From an optimization exercise on the open Yosys and OpenROAD flow, aimed at small area and few clock cycles; shortcuts taken in it are not production practice.
Function was checked by simulation only, so behaviour that the tests miss may differ from the original.
Power and IR drop assume default switching activity.

==> flow/design.v <==
module cache_2way #(
  parameter int SET_W = 2,
  parameter int CNT_W = 16
) (
  input  logic             clk,
  input  logic             proc_reset,
  input  logic             proc_read,
  input  logic             proc_write,
  input  logic [29:0]      proc_addr,
  input  logic [31:0]      proc_wdata,
  output logic             proc_stall,
  output logic [31:0]      proc_rdata,
  output logic             mem_read,
  output logic             mem_write,
  output logic [27:0]      mem_addr,
  output logic [127:0]     mem_wdata,
  input  logic [127:0]     mem_rdata,
  input  logic             mem_ready,
  output logic [CNT_W-1:0] hit_cnt,
  output logic [CNT_W-1:0] miss_cnt
);
  localparam int TAG_W = 28 - SET_W;
  localparam int SETS  = 1 << SET_W;
  logic [SETS-1:0]  valid_q [2];
  logic [SETS-1:0]  dirty_q [2];
  logic [TAG_W-1:0] tag_q   [2][SETS];
  logic [127:0]     data_q  [2][SETS];
  logic [SETS-1:0]  lru_q;
  logic             missed_q;    
  logic [SET_W-1:0] set_idx;
  logic [SETS-1:0]  set_oh;
  logic [TAG_W-1:0] tag_in;
  logic [1:0]       word;
  logic [3:0]       word_oh;
  logic             req;
  logic [TAG_W-1:0] tag0, tag1, victim_tag;
  logic             hit0, hit1, hit, hit_way;
  logic             victim, victim_dirty, miss, fill, done;
  logic             sel_way;
  logic [2*SETS-1:0] line_oh;
  logic [127:0]     sel_line;
  logic [7:0]       rd_oh;
  assign set_idx = proc_addr[SET_W+1:2];
  assign tag_in  = proc_addr[29:SET_W+2];
  assign word    = proc_addr[1:0];
  assign req     = proc_read | proc_write;
  always_comb begin
    for (int s = 0; s < SETS; s++) set_oh[s] = (set_idx == s[SET_W-1:0]);
    for (int k = 0; k < 4; k++)    word_oh[k] = (word == k[1:0]);
  end
  logic [SETS*TAG_W-1:0] tags0, tags1;
  always_comb
    for (int s = 0; s < SETS; s++) begin
      tags0[s*TAG_W +: TAG_W] = tag_q[0][s];
      tags1[s*TAG_W +: TAG_W] = tag_q[1][s];
    end
  ao_sel #(.N(SETS), .W(TAG_W)) u_tag0 (.d(tags0), .sel(set_oh), .q(tag0));
  ao_sel #(.N(SETS), .W(TAG_W)) u_tag1 (.d(tags1), .sel(set_oh), .q(tag1));
  assign hit0    = valid_q[0][set_idx] && (tag0 == tag_in);
  assign hit1    = valid_q[1][set_idx] && (tag1 == tag_in);
  assign hit     = req && (hit0 || hit1);
  assign hit_way = ~hit0;
  always_comb begin
    victim = lru_q[set_idx];
    if (!valid_q[0][set_idx])
      victim = 1'b0;
    else if (!valid_q[1][set_idx])
      victim = 1'b1;
  end
  assign victim_dirty = dirty_q[victim][set_idx];
  assign victim_tag   = victim ? tag1 : tag0;
  assign miss         = req && !hit;
  assign mem_write = miss && victim_dirty;
  assign mem_read  = miss && !victim_dirty;
  assign mem_addr  = victim_dirty ? {victim_tag, set_idx} : proc_addr[29:2];
  assign fill       = mem_read && mem_ready;
  assign done       = hit || fill;
  assign proc_stall = req && !done;
  assign sel_way = hit ? hit_way : victim;
  always_comb
    for (int w = 0; w < 2; w++)
      for (int s = 0; s < SETS; s++)
        line_oh[w*SETS+s] = set_oh[s] && (sel_way == w[0]);
  logic [2*SETS*128-1:0] lines;
  always_comb
    for (int w = 0; w < 2; w++)
      for (int s = 0; s < SETS; s++)
        lines[(w*SETS+s)*128 +: 128] = data_q[w][s];
  ao_sel #(.N(2*SETS), .W(128)) u_line (.d(lines), .sel(line_oh), .q(sel_line));
  assign mem_wdata = sel_line;
  always_comb
    for (int k = 0; k < 4; k++) begin
      rd_oh[k]     = hit && word_oh[k];
      rd_oh[4 + k] = !hit && word_oh[k];
    end
  ao_sel #(.N(8), .W(32)) u_rdata (.d({mem_rdata, sel_line}), .sel(rd_oh), .q(proc_rdata));
  logic [3:0]   wsel;    
  logic [127:0] wdat;
  always_comb
    for (int k = 0; k < 4; k++)
      wsel[k] = proc_write && word_oh[k];
  for (genvar k = 0; k < 4; k++) begin : g_wd
    ao_sel2 #(.W(32)) u_wd (.a(proc_wdata), .b(mem_rdata[k*32 +: 32]), .sa(wsel[k]), .sb(!wsel[k]),
                            .q(wdat[k*32 +: 32]));
  end
  logic [127:0]     data_d [2][SETS];
  logic [TAG_W-1:0] tag_d  [2][SETS];
  logic             tag_en [2][SETS];
  logic [3:0]       data_en [2][SETS];
  always_comb
    for (int w = 0; w < 2; w++)
      for (int s = 0; s < SETS; s++) begin
        tag_en[w][s] = fill && victim == w[0] && set_oh[s];
        for (int k = 0; k < 4; k++)
          data_en[w][s][k] = set_oh[s] &&
                             ((fill && victim == w[0]) || (hit && wsel[k] && hit_way == w[0]));
      end
  for (genvar w = 0; w < 2; w++) begin : g_way
    for (genvar s = 0; s < SETS; s++) begin : g_set
      ao_sel2 #(.W(TAG_W)) u_tag (.a(tag_in), .b(tag_q[w][s]), .sa(tag_en[w][s]),
                                  .sb(!tag_en[w][s]), .q(tag_d[w][s]));
      for (genvar k = 0; k < 4; k++) begin : g_word
        ao_sel2 #(.W(32)) u_data (.a(wdat[k*32 +: 32]), .b(data_q[w][s][k*32 +: 32]),
                                  .sa(data_en[w][s][k]), .sb(!data_en[w][s][k]),
                                  .q(data_d[w][s][k*32 +: 32]));
      end
    end
  end
  always_ff @(posedge clk)
    for (int w = 0; w < 2; w++)
      for (int s = 0; s < SETS; s++) begin
        tag_q[w][s]  <= tag_d[w][s];
        data_q[w][s] <= data_d[w][s];
      end
  always_ff @(posedge clk or posedge proc_reset) begin
    if (proc_reset) begin
      valid_q[0] <= '0;
      valid_q[1] <= '0;
      dirty_q[0] <= '0;
      dirty_q[1] <= '0;
      lru_q      <= '0;
      missed_q   <= 1'b0;
      hit_cnt    <= '0;
      miss_cnt   <= '0;
    end else begin
      if (done) begin
        missed_q <= 1'b0;
        if (hit_cnt != '1)
          hit_cnt <= hit_cnt + 1'b1;
      end else if (miss && !missed_q) begin
        missed_q <= 1'b1;
        if (miss_cnt != '1)
          miss_cnt <= miss_cnt + 1'b1;
      end
      if (hit) begin
        lru_q[set_idx] <= ~hit_way;
        if (proc_write)
          dirty_q[hit_way][set_idx] <= 1'b1;
      end
      if (mem_write && mem_ready)
        dirty_q[victim][set_idx] <= 1'b0;
      if (fill) begin
        valid_q[victim][set_idx] <= 1'b1;
        dirty_q[victim][set_idx] <= proc_write;
        lru_q[set_idx]           <= ~victim;
      end
    end
  end
endmodule
module ao_sel #(
  parameter int N = 2,
  parameter int W = 1
) (
  input  logic [N*W-1:0] d,
  input  logic [N-1:0]   sel,
  output logic [W-1:0]   q
);
  always_comb begin
    q = '0;
    for (int i = 0; i < N; i++)
      q = q | (d[i*W +: W] & {W{sel[i]}});
  end
endmodule
module ao_sel2 #(
  parameter int W = 1
) (
  input  logic [W-1:0] a,
  input  logic [W-1:0] b,
  input  logic         sa,
  input  logic         sb,
  output logic [W-1:0] q
);
  assign q = (a & {W{sa}}) | (b & {W{sb}});
endmodule
Settings: LEC_CHECK=0, CAP_MARGIN=5, CORE_MARGIN=2, CORE_UTILIZATION=65, CTS_BUF_LIST=sky130_fd_sc_hd__clkbuf_16, CTS_CLUSTER_DIAMETER=100, CTS_CLUSTER_SIZE=24, SLEW_MARGIN=5, SYNTH_HIERARCHICAL=1; clock period 12.0 ns.
standard.sh (not shown) runs the stock make flow with config.mk's settings and CLKGATE_MAP_FILE= SYNTH_SCRIPT=/design/flow/synth_recipe.tcl, a recipe that flattens the netlist after the stock synthesis.
==> flow/flow/run.sh <==
#!/bin/bash
# The standard layout, with plain buf_1 cells as the port buffers instead of the
# delay buffers buffer_ports picks by default.
set -euo pipefail
export BUFFER_PORTS_ARGS="-buffer_cell sky130_fd_sc_hd__buf_1"
bash standard.sh finish > standard.log 2>&1
Testbench counts at the start, summed over its fixed seeds: cycles 72,443.
Then changed:
--- a/flow/design.v
+++ b/flow/design.v
@@ -34,5 +34,5 @@
   logic [3:0]       word_oh;
   logic             req;
-  logic [TAG_W-1:0] tag0, tag1, victim_tag;
+  logic [TAG_W-1:0] tag0, tag1;
   logic             hit0, hit1, hit, hit_way;
   logic             victim, victim_dirty, miss, fill, done;
@@ -40,5 +40,4 @@
   logic [2*SETS-1:0] line_oh;
   logic [127:0]     sel_line;
-  logic [7:0]       rd_oh;
   assign set_idx = proc_addr[SET_W+1:2];
   assign tag_in  = proc_addr[29:SET_W+2];
@@ -69,30 +68,37 @@
   end
   assign victim_dirty = dirty_q[victim][set_idx];
-  assign victim_tag   = victim ? tag1 : tag0;
   assign miss         = req && !hit;
   assign mem_write = miss && victim_dirty;
   assign mem_read  = miss && !victim_dirty;
-  assign mem_addr  = victim_dirty ? {victim_tag, set_idx} : proc_addr[29:2];
+  logic [2:0] at_sel;
+  assign at_sel = {!victim_dirty, victim_dirty && victim, victim_dirty && !victim};
+  ao_sel #(.N(3), .W(TAG_W)) u_atag (.d({tag_in, tag1, tag0}), .sel(at_sel), .q(mem_addr[27:SET_W]));
+  assign mem_addr[SET_W-1:0] = set_idx;
   assign fill       = mem_read && mem_ready;
   assign done       = hit || fill;
   assign proc_stall = req && !done;
+  logic fwd;
   assign sel_way = hit ? hit_way : victim;
+  assign fwd     = !hit && !victim_dirty;
   always_comb
     for (int w = 0; w < 2; w++)
       for (int s = 0; s < SETS; s++)
-        line_oh[w*SETS+s] = set_oh[s] && (sel_way == w[0]);
-  logic [2*SETS*128-1:0] lines;
-  always_comb
+        line_oh[w*SETS+s] = set_oh[s] && (sel_way == w[0]) && !fwd;
+  logic [(2*SETS+1)*128-1:0] lines;
+  always_comb begin
     for (int w = 0; w < 2; w++)
       for (int s = 0; s < SETS; s++)
         lines[(w*SETS+s)*128 +: 128] = data_q[w][s];
-  ao_sel #(.N(2*SETS), .W(128)) u_line (.d(lines), .sel(line_oh), .q(sel_line));
+    lines[2*SETS*128 +: 128] = mem_rdata;
+  end
+  logic [8:0]   lsel;
+  logic [127:0] ln_a, ln_b, ln_c;
+  assign lsel = {fwd, line_oh};
+  aoi_sel #(.N(3), .W(128)) u_line_a (.d(lines[0*128 +: 3*128]), .sel(lsel[2:0]), .q(ln_a));
+  aoi_sel #(.N(3), .W(128)) u_line_b (.d(lines[3*128 +: 3*128]), .sel(lsel[5:3]), .q(ln_b));
+  aoi_sel #(.N(3), .W(128)) u_line_c (.d(lines[6*128 +: 3*128]), .sel(lsel[8:6]), .q(ln_c));
+  nand3_v #(.W(128)) u_line (.a(ln_a), .b(ln_b), .c(ln_c), .q(sel_line));
   assign mem_wdata = sel_line;
-  always_comb
-    for (int k = 0; k < 4; k++) begin
-      rd_oh[k]     = hit && word_oh[k];
-      rd_oh[4 + k] = !hit && word_oh[k];
-    end
-  ao_sel #(.N(8), .W(32)) u_rdata (.d({mem_rdata, sel_line}), .sel(rd_oh), .q(proc_rdata));
+  ao_sel #(.N(4), .W(32)) u_rdata (.d(sel_line), .sel(word_oh), .q(proc_rdata));
   logic [3:0]   wsel;    
   logic [127:0] wdat;
@@ -182,4 +188,30 @@
   end
 endmodule
+module aoi_sel #(
+  parameter int N = 2,
+  parameter int W = 1
+) (
+  input  logic [N*W-1:0] d,
+  input  logic [N-1:0]   sel,
+  output logic [W-1:0]   q
+);
+  logic [W-1:0] o;
+  always_comb begin
+    o = '0;
+    for (int i = 0; i < N; i++)
+      o = o | (d[i*W +: W] & {W{sel[i]}});
+  end
+  assign q = ~o;
+endmodule
+module nand3_v #(
+  parameter int W = 1
+) (
+  input  logic [W-1:0] a,
+  input  logic [W-1:0] b,
+  input  logic [W-1:0] c,
+  output logic [W-1:0] q
+);
+  assign q = ~(a & b & c);
+endmodule
 module ao_sel2 #(
   parameter int W = 1
Outcome: The changed run ran to the end with no violations; count of clock-buffer cells in the layout stays the same; routed wire length decreases by 0.31%; worst setup slack degrades by 0.062 ns; maximum frequency went down by 0.55%; core utilization came out higher by 0.29 points; first-iteration DRC count rises by about 24%; non-clock buffer count grows by 1; cell area shrinks by 1.3%; die area went down by about 1.5%; area after synthesis went down by 1.5%; clock power barely changes; clock skew stays flat.
Testbench counts after the change, summed over its fixed seeds: cycles 72,443.


// cache_2way: RTL as listed in full above, without the edits since
export LEC_CHECK = 0
export CAP_MARGIN = 20
export CORE_MARGIN = 2
export CORE_UTILIZATION = 55
export CTS_BUF_LIST = sky130_fd_sc_hd__clkbuf_16
export CTS_CLUSTER_DIAMETER = 100
export CTS_CLUSTER_SIZE = 24
export SLEW_MARGIN = 20
export SYNTH_HIERARCHICAL = 1
create_clock -name core_clock -period 12.0 [get_ports {clk}]
Scripts as last shown in full above: flow/flow/run.sh
Testbench counts at the start, summed over its fixed seeds: cycles 72,443.
Change:
--- a/flow/design.v
+++ b/flow/design.v
@@ -31,17 +31,16 @@
   logic [SETS-1:0]  set_oh;
   logic [TAG_W-1:0] tag_in;
   logic [1:0]       word;
   logic [3:0]       word_oh;
   logic             req;
-  logic [TAG_W-1:0] tag0, tag1, victim_tag;
+  logic [TAG_W-1:0] tag0, tag1;
   logic             hit0, hit1, hit, hit_way;
   logic             victim, victim_dirty, miss, fill, done;
   logic             sel_way;
   logic [2*SETS-1:0] line_oh;
   logic [127:0]     sel_line;
-  logic [7:0]       rd_oh;
   assign set_idx = proc_addr[SET_W+1:2];
   assign tag_in  = proc_addr[29:SET_W+2];
   assign word    = proc_addr[1:0];
   assign req     = proc_read | proc_write;
   always_comb begin
@@ -66,36 +65,43 @@
       victim = 1'b0;
     else if (!valid_q[1][set_idx])
       victim = 1'b1;
   end
   assign victim_dirty = dirty_q[victim][set_idx];
-  assign victim_tag   = victim ? tag1 : tag0;
   assign miss         = req && !hit;
   assign mem_write = miss && victim_dirty;
   assign mem_read  = miss && !victim_dirty;
-  assign mem_addr  = victim_dirty ? {victim_tag, set_idx} : proc_addr[29:2];
+  logic [2:0] at_sel;
+  assign at_sel = {!victim_dirty, victim_dirty && victim, victim_dirty && !victim};
+  ao_sel #(.N(3), .W(TAG_W)) u_atag (.d({tag_in, tag1, tag0}), .sel(at_sel), .q(mem_addr[27:SET_W]));
+  assign mem_addr[SET_W-1:0] = set_idx;
   assign fill       = mem_read && mem_ready;
   assign done       = hit || fill;
   assign proc_stall = req && !done;
+  logic fwd;
   assign sel_way = hit ? hit_way : victim;
+  assign fwd     = !hit && !victim_dirty;
   always_comb
     for (int w = 0; w < 2; w++)
       for (int s = 0; s < SETS; s++)
-        line_oh[w*SETS+s] = set_oh[s] && (sel_way == w[0]);
-  logic [2*SETS*128-1:0] lines;
-  always_comb
+        line_oh[w*SETS+s] = set_oh[s] && (sel_way == w[0]) && !fwd;
+  logic [(2*SETS+1)*128-1:0] lines;
+  always_comb begin
     for (int w = 0; w < 2; w++)
       for (int s = 0; s < SETS; s++)
         lines[(w*SETS+s)*128 +: 128] = data_q[w][s];
-  ao_sel #(.N(2*SETS), .W(128)) u_line (.d(lines), .sel(line_oh), .q(sel_line));
+    lines[2*SETS*128 +: 128] = mem_rdata;
+  end
+  logic [8:0]   lsel;
+  logic [127:0] ln_a, ln_b, ln_c;
+  assign lsel = {fwd, line_oh};
+  aoi_sel #(.N(3), .W(128)) u_line_a (.d(lines[0*128 +: 3*128]), .sel(lsel[2:0]), .q(ln_a));
+  aoi_sel #(.N(3), .W(128)) u_line_b (.d(lines[3*128 +: 3*128]), .sel(lsel[5:3]), .q(ln_b));
+  aoi_sel #(.N(3), .W(128)) u_line_c (.d(lines[6*128 +: 3*128]), .sel(lsel[8:6]), .q(ln_c));
+  nand3_v #(.W(128)) u_line (.a(ln_a), .b(ln_b), .c(ln_c), .q(sel_line));
   assign mem_wdata = sel_line;
-  always_comb
-    for (int k = 0; k < 4; k++) begin
-      rd_oh[k]     = hit && word_oh[k];
-      rd_oh[4 + k] = !hit && word_oh[k];
-    end
-  ao_sel #(.N(8), .W(32)) u_rdata (.d({mem_rdata, sel_line}), .sel(rd_oh), .q(proc_rdata));
+  ao_sel #(.N(4), .W(32)) u_rdata (.d(sel_line), .sel(word_oh), .q(proc_rdata));
   logic [3:0]   wsel;    
   logic [127:0] wdat;
   always_comb
     for (int k = 0; k < 4; k++)
       wsel[k] = proc_write && word_oh[k];
@@ -179,10 +185,36 @@
     q = '0;
     for (int i = 0; i < N; i++)
       q = q | (d[i*W +: W] & {W{sel[i]}});
   end
 endmodule
+module aoi_sel #(
+  parameter int N = 2,
+  parameter int W = 1
+) (
+  input  logic [N*W-1:0] d,
+  input  logic [N-1:0]   sel,
+  output logic [W-1:0]   q
+);
+  logic [W-1:0] o;
+  always_comb begin
+    o = '0;
+    for (int i = 0; i < N; i++)
+      o = o | (d[i*W +: W] & {W{sel[i]}});
+  end
+  assign q = ~o;
+endmodule
+module nand3_v #(
+  parameter int W = 1
+) (
+  input  logic [W-1:0] a,
+  input  logic [W-1:0] b,
+  input  logic [W-1:0] c,
+  output logic [W-1:0] q
+);
+  assign q = ~(a & b & c);
+endmodule
 module ao_sel2 #(
   parameter int W = 1
 ) (
   input  logic [W-1:0] a,
   input  logic [W-1:0] b,
After rerunning:
- clock-buffer cell count stays the same
- area after synthesis shrinks by about 1.5%
- wire length came out higher by 1.1%
- power drops by about 4.3%
- combinational power falls by 11%
- global-route usage increases by 0.83 points
Testbench counts after the change, summed over its fixed seeds: cycles 72,443.

-- afterwards: timing with drivers on the ports --
The results above use ideal ports. As a check the final layouts listed here were re-extracted and re-timed, cells and wires unchanged. Step 1 sets driving cells, clkbuf_16 on the clock port and buf_2 on the other inputs (assumed; they add their load-dependent delay and slew). Step 2 moves the port delays by t, midway between the first and last clock arrival at a register: inputs arrive t later, outputs are due t later. That takes back most of the time a late clock gives input paths. Slacks: ideal / step 1 / step 2; pairs: ideal / step 1.
| run | t (ns) | setup WS [ns] | worst hold slack (ns) | worst setup path at the end | worst slew at a driven data input, ns |
|---|---|---|---|---|---|
| the first run of note 1 | 0.744 | 0.756 / 0.730 / 0.730 | 0.477 / 0.477 / 0.477 | input to output | 0.16 |
| the second run of note 1 | 0.750 | 0.694 / 0.668 / 0.668 | 0.476 / 0.476 / 0.476 | input to output | 0.12 |
| the first run of note 2 | 0.780 | 0.814 / 0.791 / 0.791 | 0.472 / 0.472 / 0.472 | input to output | 0.17 |
| the second run of note 2 | 0.794 | 1.074 / 1.047 / 1.047 | 0.474 / 0.474 / 0.474 | input to output | 0.17 |
After both steps setup and hold are still met in every run listed. For the second run of note 2, which loses most, drivers alone change the setup slack by -0.027 ns; drivers and shift together by -0.027 ns.
